Background: an optimization exercise with open tools, aiming at small area and a short achievable clock period. Do not read the settings as production practice.
Where RTL was checked, it was by simulation tests only, not by an equivalence proof against the original.

// fft8_top
module fft8_top (
    input  logic         clk,
    input  logic         reset_n,
    input  logic         valid_in,
    input  logic [143:0] x_re,
    input  logic [143:0] x_im,
    output logic         valid_out,
    output logic [143:0] y_re,
    output logic [143:0] y_im
);
Size in the first run: ~3,800 cells after synthesis, roughly 580 I/O pins, roughly 59,000 um2 of cells after synthesis.
==> flow/config.mk <==
export PLATFORM = sky130hd
export DESIGN_NAME = fft8_top
export DESIGN_NICKNAME = fft8_top
export VERILOG_FILES = /design/flow/design.v
export SDC_FILE = /design/flow/constraint.sdc
export NUM_CORES = 4
export LEC_CHECK = 0
export CAP_MARGIN = 20
export CORE_MARGIN = 2
export CORE_UTILIZATION = 40
export SLEW_MARGIN = 20
==> flow/constraint.sdc <==
create_clock -name core_clock -period 12.0 [get_ports {clk}]
set_input_delay 2.4000 -clock core_clock [delete_from_list [all_inputs] [get_ports {clk}]]
set_output_delay 2.4000 -clock core_clock [all_outputs]
set_load 0.01 [all_outputs]
standard.sh (not shown) runs the stock make flow with config.mk's settings and CLKGATE_MAP_FILE= SYNTH_SCRIPT=/design/flow/synth_recipe.tcl, a recipe that flattens the netlist after the stock synthesis.
==> flow/flow/run.sh <==
#!/bin/bash
# Layout flow: the standard flow (standard.sh), with two changes:
#  1. after the standard synthesis, flow/polopt.py re-chooses the polarity of
#     each full-adder cell (a full adder is self-dual) to remove inverters;
#     the logic function and every register are unchanged;
#  2. the port buffers use sky130_fd_sc_hd__buf_1.
set -euo pipefail
R=$PWD/orfs/results/sky130hd/fft8_top/base
export BUFFER_PORTS_ARGS="-buffer_cell sky130_fd_sc_hd__buf_1"
bash standard.sh $R/1_2_yosys.v > synth_make.log 2>&1
cp $R/1_2_yosys.v standard_synth_netlist.v
python3 flow/polopt.py standard_synth_netlist.v $R/1_2_yosys.v > polopt.log 2>&1
bash standard.sh > layout_make.log 2>&1
Other scripts of this flow, unchanged in this note and not shown: flow/flow/polopt.py
Change:
--- a/flow/flow/run.sh
+++ b/flow/flow/run.sh
@@ -3,5 +3,6 @@
 #  1. after the standard synthesis, flow/polopt.py re-chooses the polarity of
 #     each full-adder cell (a full adder is self-dual) to remove inverters;
-#     the logic function and every register are unchanged;
+#     it also puts the latest-arriving input of each full adder on its fastest
+#     pin (CIN); the logic function and every register are unchanged;
 #  2. the port buffers use sky130_fd_sc_hd__buf_1.
 set -euo pipefail
CORE_UTILIZATION = 55   (was 40)
CTS_CLUSTER_DIAMETER = 100   (was unset)
CTS_CLUSTER_SIZE = 28   (was unset)
Effect: Wire length shrinks by 11%. Via count decreases by about 4%. Synthesized cell count stays the same. Synthesized area stays the same. Register-to-register slack is about the same. Final cell count came out lower by 11%. Critical path depth increases by 2.
Change:
--- a/flow/flow/run.sh
+++ b/flow/flow/run.sh
@@ -5,7 +5,10 @@
 #     it also puts the latest-arriving input of each full adder on its fastest
 #     pin (CIN); the logic function and every register are unchanged;
-#  2. the port buffers use sky130_fd_sc_hd__buf_1.
+#  2. the port buffers use sky130_fd_sc_hd__buf_1;
+#  3. the timing repair after CTS and global routing works on every path
+#     whose slack is under SETUP_SLACK_MARGIN (the constraints are unchanged).
 set -euo pipefail
 R=$PWD/orfs/results/sky130hd/fft8_top/base
+export SETUP_SLACK_MARGIN=7.4
 export BUFFER_PORTS_ARGS="-buffer_cell sky130_fd_sc_hd__buf_1"
 bash standard.sh $R/1_2_yosys.v > synth_make.log 2>&1
CORE_UTILIZATION = 60   (was 55)
PLACE_DENSITY = 0.8   (was unset)
Global-route usage went up by 2.5 points.
Die area went down by 8.2%.
Final area went up by 4.4%.
Area after synthesis stays the same.
Count of clock-buffer cells in the layout went down by 2.
Via count went up by 4.5%.
First-iteration DRC count went up by 33%.
Change:
--- a/flow/flow/run.sh
+++ b/flow/flow/run.sh
@@ -10,5 +10,5 @@
 set -euo pipefail
 R=$PWD/orfs/results/sky130hd/fft8_top/base
-export SETUP_SLACK_MARGIN=7.4
+export SETUP_SLACK_MARGIN=7.8
 export BUFFER_PORTS_ARGS="-buffer_cell sky130_fd_sc_hd__buf_1"
 bash standard.sh $R/1_2_yosys.v > synth_make.log 2>&1
CORE_UTILIZATION = 40   (was 60)
PLACE_DENSITY = unset   (was 0.8)
Global-route usage came out lower by 7.5 points. Critical path depth came out higher by 2. Cell area came out higher by 3.5%. Synthesized cell count does not change. Worst setup slack degrades by 54 ps. Final cell count came out higher by 12%. Flip-flop and latch count stays the same. Synthesized area stays the same. Routed wire length came out higher by 9.4%.
Change:
--- a/flow/flow/run.sh
+++ b/flow/flow/run.sh
@@ -5,10 +5,7 @@
 #     it also puts the latest-arriving input of each full adder on its fastest
 #     pin (CIN); the logic function and every register are unchanged;
-#  2. the port buffers use sky130_fd_sc_hd__buf_1;
-#  3. the timing repair after CTS and global routing works on every path
-#     whose slack is under SETUP_SLACK_MARGIN (the constraints are unchanged).
+#  2. the port buffers use sky130_fd_sc_hd__buf_1.
 set -euo pipefail
 R=$PWD/orfs/results/sky130hd/fft8_top/base
-export SETUP_SLACK_MARGIN=7.8
 export BUFFER_PORTS_ARGS="-buffer_cell sky130_fd_sc_hd__buf_1"
 bash standard.sh $R/1_2_yosys.v > synth_make.log 2>&1
- The changed run finished with timing, DRC and antenna clean
- setup slack degrades by 370 ps
- wire length drops slightly
- register-to-register slack degrades by 500 ps
- first-iteration DRC count climbs by about a fifth
- final cell count drops slightly
- synthesized area stays the same
- via count drops slightly
- clock skew climbs by 24 ps
- clock-buffer cell count drops by 5
- fmax drops by a few percent

* * *

fft8_top, a different RTL version from the one above (not shown whole).
Size: about 4200 cells after synthesis, about 580 I/O pins, about 0.066 mm2 of cells after synthesis.
Settings: LEC_CHECK=0, CAP_MARGIN=20, CORE_MARGIN=2, CORE_UTILIZATION=40, CTS_CLUSTER_DIAMETER=100, CTS_CLUSTER_SIZE=28, SLEW_MARGIN=20; clock period 12.0 ns.
==> flow/flow/run.sh <==
#!/bin/bash
# Layout flow: the standard flow (standard.sh), with two changes:
#  1. after the standard synthesis, flow/polopt.py re-chooses the polarity of
#     each full-adder cell (a full adder is self-dual) to remove inverters;
#     it also puts the latest-arriving input of each full adder on its fastest
#     pin (CIN); the logic function and every register are unchanged;
#  2. the port buffers use sky130_fd_sc_hd__buf_1;
#  3. the timing repair after CTS and global routing works on every path
#     whose slack is under SETUP_SLACK_MARGIN (the constraints are unchanged).
set -euo pipefail
R=$PWD/orfs/results/sky130hd/fft8_top/base
export SETUP_SLACK_MARGIN=7.9
export BUFFER_PORTS_ARGS="-buffer_cell sky130_fd_sc_hd__buf_1"
bash standard.sh $R/1_2_yosys.v > synth_make.log 2>&1
cp $R/1_2_yosys.v standard_synth_netlist.v
python3 flow/polopt.py standard_synth_netlist.v $R/1_2_yosys.v > polopt.log 2>&1
bash standard.sh > layout_make.log 2>&1
Other scripts of this flow, unchanged in this note and not shown: flow/flow/polopt.py
Then changed:
--- a/flow/flow/run.sh
+++ b/flow/flow/run.sh
@@ -12 +12 @@
-export SETUP_SLACK_MARGIN=7.9
+export SETUP_SLACK_MARGIN=7.7
Effect: The new run went through all stages and came out clean. Hold slack is better by 0.018 ns. Final cell count shrinks slightly.
Then changed:
--- a/flow/flow/run.sh
+++ b/flow/flow/run.sh
@@ -5,5 +5,2 @@
-#     it also puts the latest-arriving input of each full adder on its fastest
-#     pin (CIN); the logic function and every register are unchanged;
-#  2. the port buffers use sky130_fd_sc_hd__buf_1;
-#  3. the timing repair after CTS and global routing works on every path
-#     whose slack is under SETUP_SLACK_MARGIN (the constraints are unchanged).
+#     the logic function and every register are unchanged;
+#  2. the port buffers use sky130_fd_sc_hd__buf_1.
@@ -12 +8,0 @@
-export SETUP_SLACK_MARGIN=7.7
--- a/flow/config.mk
+++ b/flow/config.mk
@@ -11,2 +10,0 @@
-export CTS_CLUSTER_DIAMETER = 100
-export CTS_CLUSTER_SIZE = 28
Outcome: Worst setup slack is worse by 0.51 ns; area after synthesis is unchanged; via count rises by 1.8%; worst hold slack gets worse by 0.013 ns; global-route usage is about the same; cell area rose by 3.3%; count of clock-buffer cells in the layout came out higher by 158; final cell count rises by 2.6%.
Function was not checked in any run of this note: the RTL went through the layout flow alone.

* * *

fft8_top, a different RTL version from the one above (not shown whole).
Size in the first run: roughly 1100 flip-flops, ~57000 sq um of cells after synthesis.
Design fft8_top, start of the top module:
module fft8_top (
    input  logic         clk,
    input  logic         reset_n,
    input  logic         valid_in,
    input  logic [143:0] x_re,
    input  logic [143:0] x_im,
    output logic         valid_out,
    output logic [143:0] y_re,
    output logic [143:0] y_im
);
Settings: LEC_CHECK=0, CAP_MARGIN=20, CORE_MARGIN=2, CORE_UTILIZATION=40, SLEW_MARGIN=20; clock period 12.0 ns.
==> flow/flow/run.sh <==
#!/bin/bash
# Standard layout, but the port buffers use the smallest buffer cell.
cp standard.sh standard_sh.log
export BUFFER_PORTS_ARGS="-buffer_cell sky130_fd_sc_hd__buf_1"
bash standard.sh > standard_run.log 2>&1
The first run finished clean.
==> next run, changes <==
==> flow/run.sh (new file) <==
#!/bin/bash
# synth_recipe.tcl (not shown) runs the flow's synth.tcl, then flattens the netlist and writes it again
# the make line also repeats each setting of config.mk as NAME=value (left out here)
make -C /OpenROAD-flow-scripts/flow DESIGN_CONFIG=/design/flow/config.mk WORK_HOME=/design/flow/orfs CLKGATE_MAP_FILE= SYNTH_SCRIPT=/design/flow/synth_recipe.tcl finish
removed: flow/flow/run.sh
removed: flow/standard.sh
Routed wire length went up by 1.2%; hold slack gets better by 4.6 ps; cell count hardly moves.
No run of this note included a check of the RTL's function; only the layout flow was run.

* * *

Another version of the RTL of fft8_top (not shown whole).
For scale: ~3900 cells after synthesis, ~580 I/O pins.
Settings: LEC_CHECK=0, CAP_MARGIN=20, CORE_MARGIN=2, CORE_UTILIZATION=40, CTS_CLUSTER_DIAMETER=100, CTS_CLUSTER_SIZE=28, SLEW_MARGIN=20; clock period 12.0 ns.
==> flow/flow/run.sh <==
#!/bin/bash
# Layout flow: the standard flow (standard.sh), with two changes:
#  1. after the standard synthesis, flow/polopt.py re-chooses the polarity of
#     each full-adder cell (a full adder is self-dual) to remove inverters;
#     it also puts the latest-arriving input of each full adder on its fastest
#     pin (CIN); the logic function and every register are unchanged;
#  2. the port buffers use sky130_fd_sc_hd__buf_1;
#  3. the timing repair after CTS and global routing works on every path
#     whose slack is under SETUP_SLACK_MARGIN (the constraints are unchanged).
set -euo pipefail
R=$PWD/orfs/results/sky130hd/fft8_top/base
export SETUP_SLACK_MARGIN=7.7
export BUFFER_PORTS_ARGS="-buffer_cell sky130_fd_sc_hd__buf_1"
bash standard.sh $R/1_2_yosys.v > synth_make.log 2>&1
cp $R/1_2_yosys.v standard_synth_netlist.v
python3 flow/polopt.py standard_synth_netlist.v $R/1_2_yosys.v > polopt.log 2>&1
bash standard.sh > layout_make.log 2>&1
Other scripts of this flow, unchanged in this note and not shown: flow/flow/polopt.py
The starting point completed without violations.
Edit:
--- a/flow/flow/run.sh
+++ b/flow/flow/run.sh
@@ -11,3 +11,3 @@
 R=$PWD/orfs/results/sky130hd/fft8_top/base
-export SETUP_SLACK_MARGIN=7.7
+export SETUP_SLACK_MARGIN=7.9
 export BUFFER_PORTS_ARGS="-buffer_cell sky130_fd_sc_hd__buf_1"
Global-route usage shrinks by 0.31 points.
Critical path depth does not change.
Utilization rose by 0.96 points.
Edit:
--- a/flow/flow/run.sh
+++ b/flow/flow/run.sh
@@ -11,3 +11,3 @@
 R=$PWD/orfs/results/sky130hd/fft8_top/base
-export SETUP_SLACK_MARGIN=7.9
+export SETUP_SLACK_MARGIN=7.5
 export BUFFER_PORTS_ARGS="-buffer_cell sky130_fd_sc_hd__buf_1"
Sequential share of layout area climbs by 1.5 points.
Cell count went down by 1.3%.
Non-clock buffer count went down by 67.
Synthesized area does not change.
Count of clock-buffer cells in the layout goes down by 4.
Critical path depth drops by 3.
First-iteration DRC count came out lower by 8.4%.

* * *

RTL: one of the versions met above, not the one the previous note started from.
Size: ~3800 cells after synthesis, about 59000 µm² of cells after synthesis.
export LEC_CHECK = 0
export CAP_MARGIN = 20
export CORE_MARGIN = 2
export CORE_UTILIZATION = 40
export SLEW_MARGIN = 20
create_clock -name core_clock -period 12.0 [get_ports {clk}]
==> flow/flow/run.sh <==
#!/bin/bash
# Layout flow: the standard flow (standard.sh), with two changes:
#  1. after the standard synthesis, flow/polopt.py re-chooses the polarity of
#     each full-adder cell (a full adder is self-dual) to remove inverters;
#     the logic function and every register are unchanged;
#  2. the port buffers use sky130_fd_sc_hd__buf_1.
set -euo pipefail
R=$PWD/orfs/results/sky130hd/fft8_top/base
export BUFFER_PORTS_ARGS="-buffer_cell sky130_fd_sc_hd__buf_1"
bash standard.sh $R/1_2_yosys.v > synth_make.log 2>&1
cp $R/1_2_yosys.v standard_synth_netlist.v
python3 flow/polopt.py standard_synth_netlist.v $R/1_2_yosys.v > polopt.log 2>&1
bash standard.sh > layout_make.log 2>&1
==> flow/flow/polopt.py <==
#!/usr/bin/env python3
"""Remove inverters around full-adder cells of a Yosys gate netlist.

A full adder is self-dual: FA(~a, ~b, ~c) = ~FA(a, b, c) for both SUM and
COUT.  Each fa cell may therefore be "flipped" (its inputs and outputs taken in
the other polarity) without changing what the circuit computes.  This script
chooses flips that minimise the number of inverters, then rewrites the
netlist: every inverter is removed and at most one inverter per signal is put
back where some load needs the other polarity.

usage: polopt.py IN.v OUT.v
"""
import re
import sys
import random

IN, OUT = sys.argv[1], sys.argv[2]
src = open(IN).read()

cell_re = re.compile(r'^\s*(sky130_fd_sc_hd__\w+)\s+(\S+)\s*\((.*?)\);', re.S | re.M)
pin_re = re.compile(r'\.(\w+)\(([^()]*)\)')

m0 = cell_re.search(src)
head = src[:m0.start()]
cells = []
last_end = None
for m in cell_re.finditer(src):
    typ, name, body = m.group(1), m.group(2), m.group(3)
    pins = [(p, n.strip()) for p, n in pin_re.findall(body)]
    cells.append([typ, name, pins])
    last_end = m.end()
tail = src[last_end:]
if re.search(r'\bassign\b', tail) or re.search(r'\bassign\b', head):
    sys.exit('assign statements not supported')

OUTPINS = {'X', 'Y', 'Q', 'Q_N', 'SUM', 'COUT', 'HI', 'LO'}


def is_inv(t):
    return re.match(r'sky130_fd_sc_hd__(inv|clkinv)_\d+$', t) is not None


def is_fa(t):
    return re.match(r'sky130_fd_sc_hd__fa_\d+$', t) is not None


# driver of each net
driver = {}
for ci, (t, n, pins) in enumerate(cells):
    for p, net in pins:
        if p in OUTPINS:
            driver[net] = (ci, p)

# root and parity of each net through inverter chains
inv_in = {}
for ci, (t, n, pins) in enumerate(cells):
    if is_inv(t):
        d = dict(pins)
        inv_in[d['Y']] = d['A']


def root(net):
    par = 0
    while net in inv_in:
        net = inv_in[net]
        par ^= 1
    return net, par


# output port nets
port_out = set()
for m in re.finditer(r'^\s*output\s+(\[(\d+):(\d+)\]\s*)?(\S+);', head, re.M):
    name = m.group(4)
    if m.group(1):
        hi, lo = int(m.group(2)), int(m.group(3))
        for i in range(lo, hi + 1):
            port_out.add(f'{name}[{i}]')
    else:
        port_out.add(name)

fa_idx = [ci for ci, c in enumerate(cells) if is_fa(c[0])]
# a flippable fa must not drive an output port directly
flippable = set()
for ci in fa_idx:
    outs = [net for p, net in cells[ci][2] if p in OUTPINS]
    if not any(o in port_out for o in outs):
        flippable.add(ci)

# consumers: list of (root, parity, consumer cell or None for port, pin)
cons = {}  # root -> list of [cell index or -1, parity]
uses = []  # (ci, pin, root, parity)
for ci, (t, n, pins) in enumerate(cells):
    if is_inv(t):
        continue
    for p, net in pins:
        if p in OUTPINS:
            continue
        r, par = root(net)
        uses.append((ci, p, r, par))
        cons.setdefault(r, []).append((ci, par))
port_uses = []
for pn in sorted(port_out):
    if pn in inv_in:
        r, par = root(pn)
        port_uses.append((pn, r, par))
        cons.setdefault(r, []).append((-1, par))

# driver cell of each root (fa only matter)
root_drv = {}
for r in cons:
    if r in driver:
        root_drv[r] = driver[r][0]

flip = {ci: 0 for ci in flippable}


def fl(ci):
    return flip.get(ci, 0)


def need_inv(r):
    d = fl(root_drv[r]) if r in root_drv else 0
    for ci, par in cons[r]:
        if par ^ d ^ (fl(ci) if ci >= 0 else 0):
            return 1
    return 0


def total():
    return sum(need_inv(r) for r in cons)


# roots touched by each fa
touch = {}
for ci in flippable:
    rs = set()
    for p, net in cells[ci][2]:
        if p in OUTPINS:
            if net in cons:
                rs.add(net)
        else:
            rs.add(root(net)[0])
    touch[ci] = list(rs)

before = total()
n_inv_before = sum(1 for c in cells if is_inv(c[0]))
order = sorted(flippable)
random.seed(1)
best = dict(flip)
best_cost = before
cur = before
for rnd in range(60):
    improved = False
    random.shuffle(order)
    for ci in order:
        rs = touch[ci]
        old = sum(need_inv(r) for r in rs)
        flip[ci] ^= 1
        new = sum(need_inv(r) for r in rs)
        if new < old or (new == old and rnd > 5 and random.random() < 0.3):
            cur += new - old
            if new < old:
                improved = True
        else:
            flip[ci] ^= 1
        if cur < best_cost:
            best_cost = cur
            best = dict(flip)
    if not improved and rnd > 20:
        break
flip = best
after = total()
print(f'inverter cells before {n_inv_before}, needed before {before}, after {after}, '
      f'flipped {sum(flip.values())} of {len(flippable)} fa cells', file=sys.stderr)

# rewrite
inv_net = {}
new_cells = []
cnt = [0]


def inv_of(r):
    if r not in inv_net:
        cnt[0] += 1
        nn = f'_polinv_{cnt[0]}_'
        inv_net[r] = nn
        new_cells.append(['sky130_fd_sc_hd__inv_1', f'_polinv_cell_{cnt[0]}_', [('A', r), ('Y', nn)]])
    return inv_net[r]


use_map = {}
for ci, p, r, par in uses:
    d = fl(root_drv[r]) if r in root_drv else 0
    need = par ^ d ^ fl(ci)
    use_map[(ci, p)] = inv_of(r) if need else r

out_cells = []
for ci, (t, n, pins) in enumerate(cells):
    if is_inv(t):
        continue
    np_ = []
    for p, net in pins:
        if p in OUTPINS:
            np_.append((p, net))
        else:
            np_.append((p, use_map[(ci, p)]))
    out_cells.append([t, n, np_])
for pn, r, par in port_uses:
    d = fl(root_drv[r]) if r in root_drv else 0
    if par ^ d:
        cnt[0] += 1
        out_cells.append(['sky130_fd_sc_hd__inv_1', f'_polinv_cell_{cnt[0]}_', [('A', r), ('Y', pn)]])
    else:
        cnt[0] += 1
        out_cells.append(['sky130_fd_sc_hd__buf_1', f'_polbuf_cell_{cnt[0]}_', [('A', r), ('X', pn)]])
out_cells += new_cells

# declare new wires
decl = ''.join(f'  wire {w};\n' for w in inv_net.values())
hm = head.rstrip('\n') + '\n' + decl
body = []
for t, n, pins in out_cells:
    ps = ',\n'.join(f'    .{p}({net}{" " if net.startswith(chr(92)) else ""})' for p, net in pins)
    body.append(f'  {t} {n} (\n{ps}\n  );\n')
open(OUT, 'w').write(hm + ''.join(body) + tail)
print(f'inverter cells written {sum(1 for c in out_cells if is_inv(c[0]))}', file=sys.stderr)
The first run produced a clean layout.
Edit:
--- a/flow/flow/run.sh
+++ b/flow/flow/run.sh
@@ -3,8 +3,12 @@
 #  1. after the standard synthesis, flow/polopt.py re-chooses the polarity of
 #     each full-adder cell (a full adder is self-dual) to remove inverters;
-#     the logic function and every register are unchanged;
-#  2. the port buffers use sky130_fd_sc_hd__buf_1.
+#     it also puts the latest-arriving input of each full adder on its fastest
+#     pin (CIN); the logic function and every register are unchanged;
+#  2. the port buffers use sky130_fd_sc_hd__buf_1;
+#  3. the timing repair after CTS and global routing works on every path
+#     whose slack is under SETUP_SLACK_MARGIN (the constraints are unchanged).
 set -euo pipefail
 R=$PWD/orfs/results/sky130hd/fft8_top/base
+export SETUP_SLACK_MARGIN=7.2
 export BUFFER_PORTS_ARGS="-buffer_cell sky130_fd_sc_hd__buf_1"
 bash standard.sh $R/1_2_yosys.v > synth_make.log 2>&1
--- a/flow/flow/polopt.py
+++ b/flow/flow/polopt.py
@@ -216,4 +216,73 @@
 out_cells += new_cells
 
+# pin assignment: a full adder is symmetric in its inputs; put the latest
+# arriving input on CIN (fastest arc), the next on B, the earliest on A.
+FA_PIN_D = {'A': 0.45, 'B': 0.42, 'CIN': 0.38}
+drv2 = {}
+for k, (t, n, pins) in enumerate(out_cells):
+    for p, net in pins:
+        if p in OUTPINS:
+            drv2[net] = k
+arr = {}
+
+
+def is_ff(t):
+    return re.match(r'sky130_fd_sc_hd__(df|sdf|edf)', t) is not None
+
+
+def cell_delay(t, p):
+    if is_fa(t):
+        return FA_PIN_D.get(p, 0.45)
+    if 'ha_' in t:
+        return 0.3
+    if is_inv(t):
+        return 0.07
+    return 0.2
+
+
+def arrival(net):
+    if net in arr:
+        return arr[net]
+    stack = [net]
+    while stack:
+        x = stack[-1]
+        if x in arr:
+            stack.pop()
+            continue
+        k = drv2.get(x)
+        if k is None or is_ff(out_cells[k][0]):
+            arr[x] = 0.0
+            stack.pop()
+            continue
+        t, n, pins = out_cells[k]
+        ins = [(p, net2) for p, net2 in pins if p not in OUTPINS]
+        miss = [net2 for p, net2 in ins if net2 not in arr]
+        if miss:
+            stack.extend(miss)
+            continue
+        a = 0.0
+        for p, net2 in ins:
+            a = max(a, arr[net2] + cell_delay(t, p))
+        for p, net2 in pins:
+            if p in OUTPINS:
+                arr[net2] = a
+        stack.pop()
+    return arr[net]
+
+
+swapped = 0
+for k in range(len(out_cells)):
+    t, n, pins = out_cells[k]
+    if not is_fa(t):
+        continue
+    d = dict(pins)
+    ins = sorted([d['A'], d['B'], d['CIN']], key=arrival)
+    if [d['A'], d['B'], d['CIN']] != ins:
+        swapped += 1
+    d['A'], d['B'], d['CIN'] = ins
+    out_cells[k] = [t, n, [(p, d[p]) for p, _ in pins]]
+    # arrival of outputs is recomputed lazily only for later cells; keep simple
+print(f'fa input pins reordered on {swapped} cells', file=sys.stderr)
+
 # declare new wires
 decl = ''.join(f'  wire {w};\n' for w in inv_net.values())
--- a/flow/config.mk
+++ b/flow/config.mk
@@ -9,3 +9,5 @@
 export CORE_MARGIN = 2
 export CORE_UTILIZATION = 40
+export CTS_CLUSTER_DIAMETER = 100
+export CTS_CLUSTER_SIZE = 28
 export SLEW_MARGIN = 20
Result: Fmax came out higher by about 9%; non-clock buffer count grows by 41; wire length shrinks by 2.2%; synthesized cell count is unchanged; cell area is lower by about 2.3%; die area does not change; hold slack improves by 4.8 ps; count of clock-buffer cells in the layout shrinks by 132.
Edit:
--- a/flow/flow/run.sh
+++ b/flow/flow/run.sh
@@ -10,5 +10,5 @@
 set -euo pipefail
 R=$PWD/orfs/results/sky130hd/fft8_top/base
-export SETUP_SLACK_MARGIN=7.2
+export SETUP_SLACK_MARGIN=7.4
 export BUFFER_PORTS_ARGS="-buffer_cell sky130_fd_sc_hd__buf_1"
 bash standard.sh $R/1_2_yosys.v > synth_make.log 2>&1
--- a/flow/config.mk
+++ b/flow/config.mk
@@ -8,6 +8,7 @@
 export CAP_MARGIN = 20
 export CORE_MARGIN = 2
-export CORE_UTILIZATION = 40
+export CORE_UTILIZATION = 55
 export CTS_CLUSTER_DIAMETER = 100
 export CTS_CLUSTER_SIZE = 28
+export PLACE_DENSITY = 0.7
 export SLEW_MARGIN = 20
Result: Routed wire length came out lower by a little under a tenth; cell count came out lower by a little under a tenth; critical path depth came out lower by 1; setup slack gets better by 47 ps; count of clock-buffer cells in the layout came out lower by 4; area after synthesis stays the same; maximum frequency came out higher slightly.

-- static timing again, ports no longer ideal --
Ports are ideal in the flow. The routed layouts listed here were re-timed in OpenROAD. Step 1: set_driving_cell puts a clkbuf_16 on clk and a buf_2 on each other input, an assumption about the parent block. Step 2 also shifts input and output timing later by t, the mid clock arrival at the registers, as if the neighbouring blocks saw the same clock. a / b / c = ideal ports / drivers / drivers and shift; a / b = the first two.
run | shift t [ns] | slack for setup (ns) | worst setup path at the end | worst data-port slew with drivers (ns)
the first run of note 1 | 0.839 | 6.712 / 6.712 / 6.291 | input to register | 0.12
the second run of note 1 | 0.772 | 6.724 / 6.724 / 6.399 | input to register | 0.17
the third run of note 1 | 0.758 | 7.141 / 7.067 / 6.580 | input to register | 0.13
the fourth run of note 1 | 0.777 | 7.087 / 7.006 / 6.579 | input to register | 0.13
the fifth run of note 1 | 0.787 | 6.719 / 6.719 / 6.222 | input to register | 0.12
the first run of note 2 | 0.772 | 7.691 / 7.691 / 7.147 | input to register | 0.17
the second run of note 2 | 0.786 | 7.664 / 7.664 / 7.178 | input to register | 0.16
the third run of note 2 | 0.880 | 7.155 / 7.155 / 7.107 | input to register | 0.12
the first run of note 3 | 0.800 | 5.378 / 5.378 / 5.257 | input to register | 0.23
the second run of note 3 | 0.790 | 5.206 / 5.206 / 4.909 | input to register | 0.19
the first run of note 4 | 0.776 | 7.733 / 7.725 / 7.124 | input to register | 0.12
the second run of note 4 | 0.770 | 7.737 / 7.737 / 7.152 | input to register | 0.13
the third run of note 4 | 0.763 | 7.529 / 7.529 / 7.169 | input to register | 0.12
the first run of note 5 | 0.842 | 6.683 / 6.683 / 6.284 | input to register | 0.12
the second run of note 5 | 0.795 | 7.108 / 7.025 / 6.455 | input to register | 0.14
the third run of note 5 | 0.762 | 7.155 / 7.082 / 6.577 | input to register | 0.13
After both steps setup and hold are still met in every run listed. For the second run of note 5, which loses most, drivers alone change the setup slack by -0.083 ns; drivers and shift together by -0.653 ns.
